Context: an optimization exercise on an open-source flow, tuned for small area. The choices shown serve that exercise and are no tape-out recipe.
Function was checked by simulation only, so behaviour that the tests miss may differ from the original.
No activity file was given, so power comes from the tool's default toggle rates. No driver is modelled on the clock port, so clocking that relies on it looks cheaper here than on a real chip.

==> design/flow/config.mk <==
export PLATFORM = sky130hd
export DESIGN_NAME = dmem_responder
export DESIGN_NICKNAME = dmem_responder
export VERILOG_FILES = /design/flow/design.v
export SDC_FILE = /design/flow/constraint.sdc
export NUM_CORES = 4
export LEC_CHECK = 0
export CAP_MARGIN = 20
export CORE_MARGIN = 2
export CORE_UTILIZATION = 70
export PLACE_DENSITY = 0.78
export SETUP_SLACK_MARGIN = 1.0
export SLEW_MARGIN = 20
export SYNTH_HIERARCHICAL = 1
==> design/flow/constraint.sdc <==
create_clock -name core_clock -period 8.0 [get_ports {clk}]
set_input_delay 1.6000 -clock core_clock [delete_from_list [all_inputs] [get_ports {clk}]]
set_output_delay 1.6000 -clock core_clock [all_outputs]
set_load 0.01 [all_outputs]
==> design/flow/design.v <==
package dmem_pkg;
    localparam logic [3:0] OFF_TXDATA = 4'h0;
    localparam logic [3:0] OFF_RXDATA = 4'h4;
    localparam logic [3:0] OFF_STATUS = 4'h8;
    localparam logic [3:0] OFF_COUNT  = 4'hC;
    localparam int ST_TX_FULL  = 0;
    localparam int ST_TX_EMPTY = 1;
    localparam int ST_RX_FULL  = 2;
    localparam int ST_RX_EMPTY = 3;
    localparam int ST_TX_OVF   = 4;
    localparam logic [1:0] REG_TXDATA = OFF_TXDATA[3:2];
    localparam logic [1:0] REG_RXDATA = OFF_RXDATA[3:2];
    localparam logic [1:0] REG_STATUS = OFF_STATUS[3:2];
    localparam logic [1:0] REG_COUNT  = OFF_COUNT[3:2];
    function automatic logic [1:0] decode_reg(input logic [1:0] word_off);
        decode_reg = word_off;
    endfunction
endpackage
module sync_fifo #(
    parameter int WIDTH = 8,
    parameter int DEPTH = 8
) (
    input  logic                       clk,
    input  logic                       reset,
    input  logic                       push,
    input  logic [WIDTH-1:0]           push_data,
    input  logic                       pop,
    output logic [WIDTH-1:0]           head,
    output logic                       full,
    output logic                       empty,
    output logic [$clog2(DEPTH):0]     count
);
    localparam int PW = $clog2(DEPTH);
    logic [WIDTH-1:0] mem_q [DEPTH];
    logic [PW:0]      count_q, count_d;
    logic             do_push, do_pop;
    assign empty = (count_q == '0);
    assign full  = (count_q == (PW+1)'(DEPTH));
    assign count = count_q;
    logic [DEPTH-1:0] hsel;
    always_comb begin
        for (int i = 0; i < DEPTH; i++) begin
            hsel[i] = (count_q == (PW+1)'(i + 1));
        end
    end
    for (genvar b = 0; b < WIDTH; b++) begin : g_head
        logic [DEPTH-1:0] col;
        for (genvar i = 0; i < DEPTH; i++) begin : g_col
            assign col[i] = mem_q[i][b];
        end
        dmem_andor8 u_rd (.d(col), .s(hsel), .y(head[b]));
    end
    always_comb begin
        do_pop  = pop && !empty;
        do_push = push && (!full || do_pop);
        count_d = count_q;
        if (do_push && !do_pop) begin
            count_d = count_q + (PW+1)'(1);
        end else if (do_pop && !do_push) begin
            count_d = count_q - (PW+1)'(1);
        end
    end
    always_ff @(posedge clk) begin
        if (reset) begin
            count_q <= '0;
        end else begin
            count_q <= count_d;
        end
    end
    logic push_hold;
    assign push_hold = !do_push;
    for (genvar i = 0; i < DEPTH; i++) begin : g_ent
        logic [WIDTH-1:0] nxt, src;
        if (i == 0) begin : g_first
            assign src = push_data;
        end else begin : g_next
            assign src = mem_q[i-1];
        end
        for (genvar b = 0; b < WIDTH; b++) begin : g_bit
            dmem_hold u_hold (.q(mem_q[i][b]), .hold(push_hold), .d(src[b]), .load(do_push), .y(nxt[b]));
        end
        always_ff @(posedge clk) begin
            mem_q[i] <= nxt;
        end
    end
endmodule
module dmem_responder #(
    parameter int          RAM_WORDS   = 64,
    parameter int          FIFO_DEPTH  = 8,
    parameter logic [31:0] PERIPH_BASE = 32'h0000_1000
) (
    input  logic        clk,
    input  logic        reset,
    input  logic [31:0] addr,
    input  logic [31:0] wdata,
    input  logic        memwrite,
    input  logic        memread,
    output logic [31:0] rdata,
    output logic [7:0]  tx_data,
    output logic        tx_valid,
    input  logic        tx_ready,
    input  logic [7:0]  rx_data,
    input  logic        rx_valid,
    output logic        rx_ready
);
    localparam int RAM_AW = $clog2(RAM_WORDS);
    localparam int CW     = $clog2(FIFO_DEPTH) + 1;
    logic [31:0]       ram_q [RAM_WORDS];
    logic [RAM_AW-1:0] ram_idx;
    logic              ram_hit, mbox_hit;
    logic [1:0]        reg_sel;
    logic [RAM_WORDS-1:0] ram_sel, ram_we, ram_hold;
    logic [31:0]       mbox_rd;
    logic              tx_push, tx_full, tx_empty;
    logic [7:0]        tx_head;
    logic [CW-1:0]     tx_count;
    logic              rx_push, rx_pop, rx_full, rx_empty;
    logic [7:0]        rx_head;
    logic [CW-1:0]     rx_count;
    logic              tx_ovf_q, tx_ovf_d;
    logic [31:0]       status;
    assign ram_hit  = (addr < 32'(RAM_WORDS * 4));
    assign ram_idx  = addr[RAM_AW+1:2];
    assign mbox_hit = (addr[31:4] == PERIPH_BASE[31:4]);
    assign reg_sel  = dmem_pkg::decode_reg(addr[3:2]);
    assign tx_valid = !tx_empty;
    assign tx_data  = tx_head;
    assign rx_ready = !rx_full;
    always_comb begin
        tx_push  = memwrite && mbox_hit && (reg_sel == dmem_pkg::REG_TXDATA);
        rx_push  = rx_valid && !rx_full;
        rx_pop   = memread && !memwrite && mbox_hit && (reg_sel == dmem_pkg::REG_RXDATA) && !rx_empty;
        tx_ovf_d = tx_ovf_q;
        if (tx_push && tx_full && !tx_ready) begin
            tx_ovf_d = 1'b1;
        end
        if (memwrite && mbox_hit && (reg_sel == dmem_pkg::REG_STATUS) && wdata[dmem_pkg::ST_TX_OVF]) begin
            tx_ovf_d = 1'b0;
        end
    end
    always_ff @(posedge clk) begin
        if (reset) begin
            tx_ovf_q <= 1'b0;
        end else begin
            tx_ovf_q <= tx_ovf_d;
        end
    end
    sync_fifo #(.WIDTH(8), .DEPTH(FIFO_DEPTH)) u_tx_fifo (
        .clk       (clk),
        .reset     (reset),
        .push      (tx_push),
        .push_data (wdata[7:0]),
        .pop       (tx_ready),
        .head      (tx_head),
        .full      (tx_full),
        .empty     (tx_empty),
        .count     (tx_count)
    );
    sync_fifo #(.WIDTH(8), .DEPTH(FIFO_DEPTH)) u_rx_fifo (
        .clk       (clk),
        .reset     (reset),
        .push      (rx_push),
        .push_data (rx_data),
        .pop       (rx_pop),
        .head      (rx_head),
        .full      (rx_full),
        .empty     (rx_empty),
        .count     (rx_count)
    );
    always_comb begin
        for (int i = 0; i < RAM_WORDS; i++) begin
            ram_sel[i]  = ram_hit && (ram_idx == RAM_AW'(i));
            ram_we[i]   = memwrite && ram_sel[i];
            ram_hold[i] = !ram_we[i];
        end
    end
    for (genvar i = 0; i < RAM_WORDS; i++) begin : g_word
        logic [31:0] q, d;
        for (genvar b = 0; b < 32; b++) begin : g_bit
            dmem_hold u_hold (.q(q[b]), .hold(ram_hold[i]), .d(wdata[b]), .load(ram_we[i]), .y(d[b]));
        end
        always_ff @(posedge clk) begin
            q <= d;
        end
        assign ram_q[i] = q;
    end
    for (genvar b = 0; b < 32; b++) begin : g_rd
        logic [20:0] n;
        for (genvar g = 0; g < 21; g++) begin : g_aoi
            dmem_aoi222 u_aoi (
                .a0(ram_q[3*g][b]),   .s0(ram_sel[3*g]),
                .a1(ram_q[3*g+1][b]), .s1(ram_sel[3*g+1]),
                .a2(ram_q[3*g+2][b]), .s2(ram_sel[3*g+2]),
                .y(n[g])
            );
        end
        if (b < 12) begin : g_mb
            dmem_or_tree_c u_tree (.n(n), .a(ram_q[63][b]), .s(ram_sel[63]), .c(mbox_rd[b]), .y(rdata[b]));
        end else begin : g_nomb
            dmem_or_tree u_tree (.n(n), .a(ram_q[63][b]), .s(ram_sel[63]), .y(rdata[b]));
        end
    end
    always_comb begin
        status              = '0;
        status[dmem_pkg::ST_TX_FULL]  = tx_full;
        status[dmem_pkg::ST_TX_EMPTY] = tx_empty;
        status[dmem_pkg::ST_RX_FULL]  = rx_full;
        status[dmem_pkg::ST_RX_EMPTY] = rx_empty;
        status[dmem_pkg::ST_TX_OVF]   = tx_ovf_q;
        mbox_rd             = '0;
        if (mbox_hit) begin
            case (reg_sel)
                dmem_pkg::REG_RXDATA: mbox_rd = {24'b0, rx_head};
                dmem_pkg::REG_STATUS: mbox_rd = status;
                dmem_pkg::REG_COUNT:  mbox_rd = {16'b0, 8'(rx_count), 8'(tx_count)};
                default:    mbox_rd = '0;
            endcase
        end
    end
endmodule
module dmem_aoi222 (
    input  logic a0, s0, a1, s1, a2, s2,
    output logic y
);
    assign y = ~((a0 & s0) | (a1 & s1) | (a2 & s2));
endmodule
module dmem_nand4 (
    input  logic a, b, c, d,
    output logic y
);
    assign y = ~(a & b & c & d);
endmodule
module dmem_nand2 (
    input  logic a, b,
    output logic y
);
    assign y = ~(a & b);
endmodule
module dmem_nor3 (
    input  logic a, b, c,
    output logic y
);
    assign y = ~(a | b | c);
endmodule
module dmem_or_tree_c (
    input  logic [20:0] n,
    input  logic        a, s, c,
    output logic        y
);
    assign y = ~(&n) | (a & s) | c;
endmodule
module dmem_or_tree (
    input  logic [20:0] n,
    input  logic        a, s,
    output logic        y
);
    assign y = ~(&n) | (a & s);
endmodule
module dmem_andor8 (
    input  logic [7:0] d,
    input  logic [7:0] s,
    output logic       y
);
    assign y = |(d & s);
endmodule
module dmem_hold (
    input  logic q, hold, d, load,
    output logic y
);
    assign y = (q & hold) | (d & load);
endmodule
==> design/flow/flow/run.sh <==
#!/bin/bash
# Standard ORFS layout with two changes: port buffers use the smallest
# buffer cell, and clock tree synthesis clusters more sinks per buffer and
# inserts no dummy loads. Each tool's full output goes to its own log here
# (ORFS also keeps per-step logs under orfs/logs/).
set -euo pipefail
export BUFFER_PORTS_ARGS="-buffer_cell sky130_fd_sc_hd__buf_1"
export CTS_ARGS="-sink_clustering_enable -repair_clock_nets -dont_use_dummy_load -buf_list {sky130_fd_sc_hd__clkbuf_16} -sink_clustering_size 30 -sink_clustering_max_diameter 80 -sink_buffer_max_cap_derate 1.0"
bash standard.sh synth > synth.log 2>&1
bash standard.sh floorplan > floorplan.log 2>&1
bash standard.sh place > place.log 2>&1
bash standard.sh cts > cts.log 2>&1
bash standard.sh finish > route_finish.log 2>&1
==> design/flow/standard.sh <==
#!/bin/bash
# synth_recipe.tcl (not shown) runs the flow's synth.tcl, then flattens the netlist and writes it again
# the make line also repeats each setting of config.mk as NAME=value (left out here)
make -C /OpenROAD-flow-scripts/flow DESIGN_CONFIG=/design/flow/config.mk WORK_HOME=/design/flow/orfs CLKGATE_MAP_FILE= SYNTH_SCRIPT=/design/flow/synth_recipe.tcl "${@:-finish}"
==> impl_metrics.yaml, run 1 <==
route:
  drt_iter0_drc: 13600
  drt-total-wl_um: 275000
  drt-pass1-iter-count: 14
  post-route-drc-count: 0
  final_antenna_net_count: 0
  drt-wirelength-per-cell_um: 35.7
  vias_per_cell: 8.36
  dr_total_vias: 64400
setup_path:
  max_stage_delay_ns: 0.74
  critPathArrivalTime_ns: 5.74
  crit_path_end_kind: "output port"
  start_kind: "primary input"
  timing.critical_path.fanout_max: 17
  cpMostUsedCell: "sky130_fd_sc_hd__buf_1"
  crit_buf_inv: 3
  critical_path.top_delay_family: "simple AND/OR/NAND/NOR gates"
  crit_chain: "buf_1, nor2_1, nand3_1, nor2_2, buf_4, a222oi_1, nand4_1, nor4_2, nand2_1, buf_1"
  worst_ep_required_time_ns: 6.40
  critical_path_cell_with_the_highest_stage_delay: "sky130_fd_sc_hd__nor4_2"
  worst-setup-path-type: "in -> out"
hold_path:
  timing.hold.worst.class: "reg -> reg"
global_routing:
  first_global_vias: 58300
  grt_pass1_wl_um: 397000
  grt_overflow: 0
  total_global_routing_track_utilization_pct: 48.7
  antenna_found_initial: 20
  grt_max_degree: 66
synthesis:
  syn_area_um2: 74100
  synth_fp_nets: 5904
  synth-warning-count: 11
  synth.yosys.seq_area_share_pct: 59.1
  yosysUniqueCellTypes: 41
  post_synth.cell_area_avg_um2: 12.7
  post_synth_inst_count: 5816
  synth_seq_cells: 2185
cts:
  cts_hold_repair.buffers: 0
  number_of_cts_inserted_buffers: 82
  library_cell_used_as_clock_root_buffer: "sky130_fd_sc_hd__clkbuf_16"
  cts_tree: "yes"
  path_clk_slew_ns: 0.10
  cts.repair_timing.setup_buffer_count: 0
  clkLatencyLatePin_ns: 0.75
  cts-htree-levels: 3
  cts_buffer_depth: 3
  tritoncts_num_sinks: 2185
timing:
  rsz_0062_raised_after_global_routing: "true"
  worst_clock_skew_ns: 0.0255
  slew_headroom_pct: 16.2
  min_period_ns: 7.34
  final-setup-viol-count: 0
  setup_total_negative_slack_ns: 0
  timing_hold_violations_final: 0
  worst_slack_ns: 0.664
  fmax_mhz: 136
  worst_slew_pin_slew_ns: 1.26
  maxSlewViolCount: 0
  finalCritPeriodShare_pct: 91.7
final_layout:
  area_added_between_synthesis_and_finish_pct: 10.1
  drive_above_1_share_pct: 10.0
  final_net_count: 6396
  multiInputGateArea_um2: 30900
  seqCellArea_um2: 43700
  layout.cells.most_common_list: "sky130_fd_sc_hd__dfxtp_1, sky130_fd_sc_hd__a22o_1, sky130_fd_sc_hd__a222oi_1, sky130_fd_sc_hd__buf_4, sky130_fd_sc_hd__nand4_1"
  most_common_cell_after_layout_fill_and_taps_aside: "sky130_fd_sc_hd__dfxtp_1"
  nFillCells: 6863
pwr:
  cellLeakagePower_nw: 30.3
  clockPowerShare_pct: 29.8
  seq_power_share_pct: 65.1
  combPwrFrac_pct: 5.1
  power.density_nw_per_um2: 211
  power.ir.vdd_worst_mv: 0.263
  power.switching_fraction_pct: 23.4
  cellInternalPower_w: 0.0132
  net-switching-power_w: 0.00402
placed_design:
  preCtsSetupSlack_ns: 0.848
  count_of_input_and_output_buffers: 117
  gp_congestion: 1.04
  hpwlAfterDp_um: 162000
die:
  die-area_um2: 108000
  fp.dieH_um: 329
  coreArea_um2: 105000
  start_util_pct: 70.5
  num_rows: 119
  pin_count: 120
  die_x_um: 329
outcome:
  run_status: "finished clean"
flow_run:
  maxCapViolCount: 0
[synth_stat cells]
cell / n / share of area, %
sky130_fd_sc_hd__a211oi_1: 33 / 0.33
sky130_fd_sc_hd__a21oi_1: 4 / 0.027
sky130_fd_sc_hd__a222oi_1: 672 / 9.1
sky130_fd_sc_hd__a22o_1: 2176 / 26
sky130_fd_sc_hd__a22oi_1: 69 / 0.70
sky130_fd_sc_hd__and2_1: 22 / 0.19
sky130_fd_sc_hd__and2b_1: 2 / 0.020
sky130_fd_sc_hd__and3_1: 10 / 0.084
sky130_fd_sc_hd__and3b_1: 1 / 0.012
sky130_fd_sc_hd__and4_1: 1 / 0.012
sky130_fd_sc_hd__buf_1: 2 / 0.010
sky130_fd_sc_hd__buf_2: 12 / 0.081
sky130_fd_sc_hd__buf_4: 2 / 0.020
sky130_fd_sc_hd__buf_6: 7 / 0.11
sky130_fd_sc_hd__clkbuf_1: 17 / 0.086
sky130_fd_sc_hd__dfxtp_1: 2185 / 59
sky130_fd_sc_hd__ha_1: 10 / 0.17
sky130_fd_sc_hd__inv_1: 11 / 0.056
sky130_fd_sc_hd__mux2_1: 2 / 0.030
sky130_fd_sc_hd__mux2_2: 4 / 0.061
sky130_fd_sc_hd__mux2i_1: 4 / 0.054
sky130_fd_sc_hd__nand2_1: 83 / 0.42
sky130_fd_sc_hd__nand2_4: 1 / 0.015
sky130_fd_sc_hd__nand2b_1: 6 / 0.051
sky130_fd_sc_hd__nand3_1: 88 / 0.59
sky130_fd_sc_hd__nand3_2: 4 / 0.054
sky130_fd_sc_hd__nand3b_1: 2 / 0.020
sky130_fd_sc_hd__nand4_1: 148 / 1.3
sky130_fd_sc_hd__nand4b_1: 13 / 0.15
sky130_fd_sc_hd__nor2_1: 91 / 0.46
sky130_fd_sc_hd__nor2b_1: 9 / 0.076
sky130_fd_sc_hd__nor3_1: 72 / 0.49
sky130_fd_sc_hd__nor4_1: 36 / 0.30
sky130_fd_sc_hd__nor4_2: 3 / 0.051
sky130_fd_sc_hd__o21ai_0: 4 / 0.027
sky130_fd_sc_hd__o31a_1: 1 / 0.012
sky130_fd_sc_hd__or2_2: 1 / 0.0085
sky130_fd_sc_hd__or3_1: 2 / 0.017
sky130_fd_sc_hd__or4_1: 2 / 0.020
sky130_fd_sc_hd__xnor2_1: 2 / 0.024
sky130_fd_sc_hd__xor2_1: 2 / 0.024
[path summary, 6_finish.rpt]
| kind | from | end | slack [ns] | cells after the start |
|---|---|---|---|---|
| worst max-delay path | addr[3] | rdata[22] | 0.66 | 10 |
| worst min-delay path | g_word[11].q[5] | g_word[11].q[5] | 0.49 | 1 |
| worst max register to register | u_rx_fifo.count_q[0] | u_rx_fifo.count_q[3] | 4.53 | 12 |
| worst min register to register | g_word[11].q[5] | g_word[11].q[5] | 0.49 | 1 |
[logic make-up (layout without fill, tap and decap cells)]
kind of cell               count (synthesis)  after routing  share of synthesized area (%)
adders and majority gates                 10             10                          0.169
other                                      0              6                              0
buffers and inverters                     51            541                          0.360
muxes                                     10             10                          0.145
AOI/OAI and AO/OA                       2959           2959                           35.9
DFF                                     2185           2185                           59.1
xor gates and xnor gates                   4              4                         0.0473
and+or+nand+nor                          597            597                           4.30
[Yosys stat by module, one instance, submodules excluded, excerpt]
module	times used	cell area, um2	cells inside	flops+latches
dmem_aoi222	672	10.0	1	0
dmem_or_tree	20	51.3	9	0
dmem_andor8	16	36.3	5	0
dmem_responder	1	42800	2390	2049
dmem_hold	2176	8.76	1	0
dmem_or_tree_c	12	55.1	9	0
[metal layers]
layer / wire length [um] / global-route usage (%)
met1: 98500 / 64.7
met3: 42800 / 17.1
met4: 21500 / 30.0
met2: 112000 / 67.8
met5: 211 / 0.435
[worst reg2reg max path, delay by kind of cell (launching register included)]
kind	cells	cell delay, ns
fa+ha+maj	2	0.46
simple gates	3	0.73
buf+inv	4	1.18
compound gates	2	0.25
mux	1	0.33
flops	1	0.42
[through the flow]
stage | hold WS, ns | util [%] | cells | power, W | cell area (um2)
floorplan | 0.455 | - | 5816 | 0.0118 | 74100
detailed placement | 0.470 | 75.4 | 7613 | 0.0123 | 79300
global placement | 0.465 | 75.4 | 7612 | 0.0122 | 79300
finish | 0.495 | 77.6 | 7703 | 0.0172 | 81600
global route | 0.506 | 77.6 | 7699 | 0.0176 | 81500
CTS | 0.497 | 77.4 | 7695 | 0.0171 | 81400
[power by group through the flow]
stage                     clock, W  sequential (W)  combinational [W]
after detailed placement         0          0.0114           0.000838
after global placement           0          0.0114           0.000815
final                      0.00512          0.0112           0.000884
after global routing       0.00544          0.0112           0.000914
after floorplan                  0          0.0114           0.000412
after CTS                  0.00508          0.0112           0.000843
[repair_timing]
action | in CTS | in global routing
hold endpoints to repair | 0 | 0
pin swaps | 0 | 7
endpoints found under the setup margin | 25 | 32
gates resized for setup | 11 | 28
[sequential cells by signal (all words and copies together), names as in the netlist]
name               cells
u_tx_fifo.mem_q       64
tx_ovf_q               1
u_tx_fifo.count_q      4
g_word.q            2048
u_rx_fifo.mem_q       64
u_rx_fifo.count_q      4
[area by class of cell]
type                            count  area share, %
Clock buffer                       82           2.52
Sequential cell                  2185           53.6
Tap cell                         1391           2.13
Timing Repair Buffer              448           3.81
Antenna cell                        6         0.0184
Multi-Input combinational cell   3580           37.8
Inverter                           11         0.0506
==> run 2, diff against run 1 <==
==> design/flow/run.sh (new file) <==
#!/bin/bash
# synth_recipe.tcl (not shown) runs the flow's synth.tcl, then flattens the netlist and writes it again
# the make line also repeats each setting of config.mk as NAME=value (left out here)
make -C /OpenROAD-flow-scripts/flow DESIGN_CONFIG=/design/flow/config.mk WORK_HOME=/design/flow/orfs CLKGATE_MAP_FILE= SYNTH_SCRIPT=/design/flow/synth_recipe.tcl finish
--- a/design/flow/config.mk
+++ b/design/flow/config.mk
@@ -10,4 +10,6 @@
 export CORE_UTILIZATION = 70
+export CTS_BUF_LIST = sky130_fd_sc_hd__clkbuf_16
+export CTS_CLUSTER_DIAMETER = 80
+export CTS_CLUSTER_SIZE = 30
 export PLACE_DENSITY = 0.78
-export SETUP_SLACK_MARGIN = 1.0
 export SLEW_MARGIN = 20
removed: design/flow/flow/run.sh
removed: design/flow/standard.sh
==> run 2 against run 1 <==
The layout now fails its checks (setup timing); critical path depth rose by 1; synthesized cell count did not move; worst hold slack improved by 0.0015 ns; utilization rose by 0.99 points; clock-buffer cell count rose by 5; fmax fell by 11%; critical endpoint is now rdata[30]; first-iteration DRC count fell by 6.4%.
==> impl_metrics.yaml, run 2 <==
timing:
  timing_hold_violations_final: 0
  fmax_mhz: 122
  worst_slack_ns: -0.199
  worst_clock_skew_ns: 0.0218
  slew_headroom_pct: 17.5
  final-setup-viol-count: 19
  min_period_ns: 8.20
  rsz_0062_raised_after_global_routing: "false"
  setup_total_negative_slack_ns: -1.53
  maxSlewViolCount: 0
  finalCritPeriodShare_pct: 102
  worst_slew_pin_slew_ns: 1.24
final_layout:
  area_added_between_synthesis_and_finish_pct: 11.5
  fin_cells: 7730
  layout.cells.most_common_list: "sky130_fd_sc_hd__dfxtp_1, sky130_fd_sc_hd__a22o_1, sky130_fd_sc_hd__a222oi_1, sky130_fd_sc_hd__buf_4, sky130_fd_sc_hd__nand4_1"
  fin_util_pct: 78.6
  biggestRegsByFlops: "g_word.q: 2048 flops, u_rx_fifo.mem_q: 64 flops, u_tx_fifo.mem_q: 64 flops"
  largest_register_ffs: 2048
  most_common_cell_after_layout_fill_and_taps_aside: "sky130_fd_sc_hd__dfxtp_1"
  drive_above_1_share_pct: 9.95
  final_net_count: 6414
  largest_register: "g_word.q"
  multiInputGateArea_um2: 30600
  seqCellArea_um2: 43700
  nFillCells: 6822
die:
  start_util_pct: 70.5
  coreArea_um2: 105000
  num_rows: 119
  fp.dieH_um: 329
  die-area_um2: 108000
  pin_count: 120
  die_x_um: 329
hold_path:
  timing.hold.worst.class: "reg -> reg"
synthesis:
  number_of_synthesized_flops_with_an_enable_pin: 0
  post-synth-top-area-fraction_pct: 59.1
  synth_fp_nets: 5904
  postSynth.asyncResetShare_pct: 0
  synth-warning-count: 11
  synth.yosys.seq_area_share_pct: 59.1
  synth_top_cells_by_count: "sky130_fd_sc_hd__dfxtp_1, sky130_fd_sc_hd__a22o_1, sky130_fd_sc_hd__a222oi_1, sky130_fd_sc_hd__nand4_1, sky130_fd_sc_hd__nor2_1"
  syn_area_um2: 74100
  post_synth_inst_count: 5816
  yosysMostFrequentCell: "sky130_fd_sc_hd__dfxtp_1"
  synth_largest_area_cell: "sky130_fd_sc_hd__dfxtp_1"
  yosysUniqueCellTypes: 41
  synthFlopType: "sky130_fd_sc_hd__dfxtp_1"
  synth_seq_cells: 2185
  post_synth.cell_area_avg_um2: 12.7
  synth_top_cells_by_area: "sky130_fd_sc_hd__dfxtp_1, sky130_fd_sc_hd__a22o_1, sky130_fd_sc_hd__a222oi_1, sky130_fd_sc_hd__nand4_1, sky130_fd_sc_hd__a22oi_1"
placed_design:
  count_of_input_and_output_buffers: 117
  hpwlAfterDp_um: 158000
  gp_congestion: 1.05
  post-place-cells: 7633
  preCtsSetupSlack_ns: 0.0872
cts:
  clkLatencyLatePin_ns: 0.74
  cts-htree-levels: 3
  cts_buffer_depth: 3
  cts_tree: "yes"
  number_of_cts_inserted_buffers: 82
  path_clk_slew_ns: 0.11
  tritoncts_num_sinks: 2185
  cts_hold_repair.buffers: 0
  library_cell_used_as_clock_root_buffer: "sky130_fd_sc_hd__clkbuf_16"
route:
  drt-wirelength-per-cell_um: 35.2
  post-route-drc-count: 0
  drt-total-wl_um: 272000
  dr_total_vias: 64700
  drt-pass1-iter-count: 13
  final_antenna_net_count: 0
  vias_per_cell: 8.37
  drt_iter0_drc: 12700
setup_path:
  critical_path_cell_with_the_highest_stage_delay: "sky130_fd_sc_hd__nor2b_1"
  critical_path.top_delay_family: "simple AND/OR/NAND/NOR gates"
  start_kind: "primary input"
  crit_chain: "clkdlybuf4s50_1, nor2b_1, nand3_1, nor2_2, buf_12, buf_4, a222oi_1, nand4_1, nor4_1, nand2_1, clkdlybuf4s50_1"
  cpMostUsedCell: "sky130_fd_sc_hd__clkdlybuf4s50_1"
  max_stage_delay_ns: 0.92
  timing.critical_path.fanout_max: 18
  worst-setup-path-type: "in -> out"
  worst_ep_required_time_ns: 6.40
  crit_path_end_kind: "output port"
  crit_buf_inv: 4
  critPathArrivalTime_ns: 6.60
global_routing:
  grt_pass1_wl_um: 396000
  grt_overflow: 0
  first_global_vias: 60800
  antenna_found_initial: 21
  total_global_routing_track_utilization_pct: 48.1
  grt_max_degree: 67
outcome:
  failed_layout_checks: "setup timing"
  run_status: "failed layout checks"
pwr:
  power.ir.vdd_worst_mv: 0.235
  power.density_nw_per_um2: 209
  cellLeakagePower_nw: 30.8
  power_w: 0.0173
flow_run:
  maxCapViolCount: 0
==> run 2: power by group <==
part           total [W]  internal, W  switching (W)
sequential        0.0112       0.0110       0.000145
combinational   0.000871     0.000288       0.000583
clock            0.00524      0.00197        0.00327
total             0.0173       0.0133        0.00400
==> run 2: per-layer routing <==
metal,track usage (%),up-vias,part of all wire (%)
li1,-,26400,-
met1,61.9,31700,35
met2,68.0,5385,41
met3,16.8,1140,15
met4,33.1,28,8.4
met5,0.261,-,0.059
==> run 2: stage by stage <==
step                cell area [um2]  hold slack (ns)
CTS                           82500            0.497
floorplan                     74100            0.455
global placement              80300            0.465
global route                  82600            0.503
detailed placement            80300            0.470
finish                        82600            0.496
==> run 2: layout make-up <==
type                            count  share of cell area, %
Antenna cell                        8                 0.0242
Clock buffer                       87                   2.64
Clock inverter                      2                 0.0197
Inverter                           11                 0.0500
Multi-Input combinational cell   3580                   37.1
Sequential cell                  2185                   53.0
Tap cell                         1391                   2.11
Timing Repair Buffer              466                   5.10
==> run 2: cells by family after synthesis <==
logic type                 count (synthesis)  synth area share [%]
AOI/OAI and AO/OA                       2959                  35.9
DFF                                     2185                  59.1
and+or+nand+nor                          597                  4.30
buffers and inverters                     51                 0.360
muxes                                     10                 0.145
adders and majority gates                 10                 0.169
xor gates and xnor gates                   4                0.0473
==> run 2: what timing repair did <==
item / in CTS / in global routing
buffers inserted: 0 / 0
endpoints found under the setup margin: 0 / 4
hold endpoints to repair: 0 / 0
gates resized for setup: 0 / 2
==> run 2: path summary, 6_finish.rpt <==
| check | start | endpoint | slack, ns | cells past startpoint |
|---|---|---|---|---|
| max reg2reg | u_rx_fifo.count_q[0] | u_rx_fifo.count_q[3] | 4.57 | 12 |
| max | addr[2] | rdata[30] | -0.20 | 11 |
| min | g_word[1].q[28] | g_word[1].q[28] | 0.50 | 1 |
| min reg2reg | g_word[1].q[28] | g_word[1].q[28] | 0.50 | 1 |
==> run 2: Yosys stat by module (local to each module, per instance), a selection <==
module / copies in the design / flip-flops and latches / cells inside / area (um2)
dmem_hold: 2176 / 0 / 1 / 8.76
dmem_responder: 1 / 2049 / 2390 / 42800
dmem_andor8: 16 / 0 / 5 / 36.3
dmem_aoi222: 672 / 0 / 1 / 10.0
dmem_or_tree: 20 / 0 / 9 / 51.3
dmem_or_tree_c: 12 / 0 / 9 / 55.1

-- separate check: timing with driven ports --
The results above use ideal ports. As a check the final layouts listed here were re-extracted and re-timed, cells and wires unchanged. Step 1, drivers: a clkbuf_16 drives clk and a buf_2 each remaining input, both assumed. Step 2 moves the port delays by t, midway between the first and last clock arrival at a register: inputs arrive t later, outputs are due t later. That takes back most of the time a late clock gives input paths. a / b / c = ideal ports / drivers / drivers and shift; a / b = the first two.
run	t, ns	setup slack, ns	clock arrival spread, ns
run 1	0.815	0.664 / 0.598 / 0.598	0.028 / 0.029
run 2	0.814	-0.199 / -0.223 / -0.223	0.045 / 0.045
For run 1, which loses most, drivers alone change the setup slack by -0.066 ns; drivers and shift together by -0.066 ns.
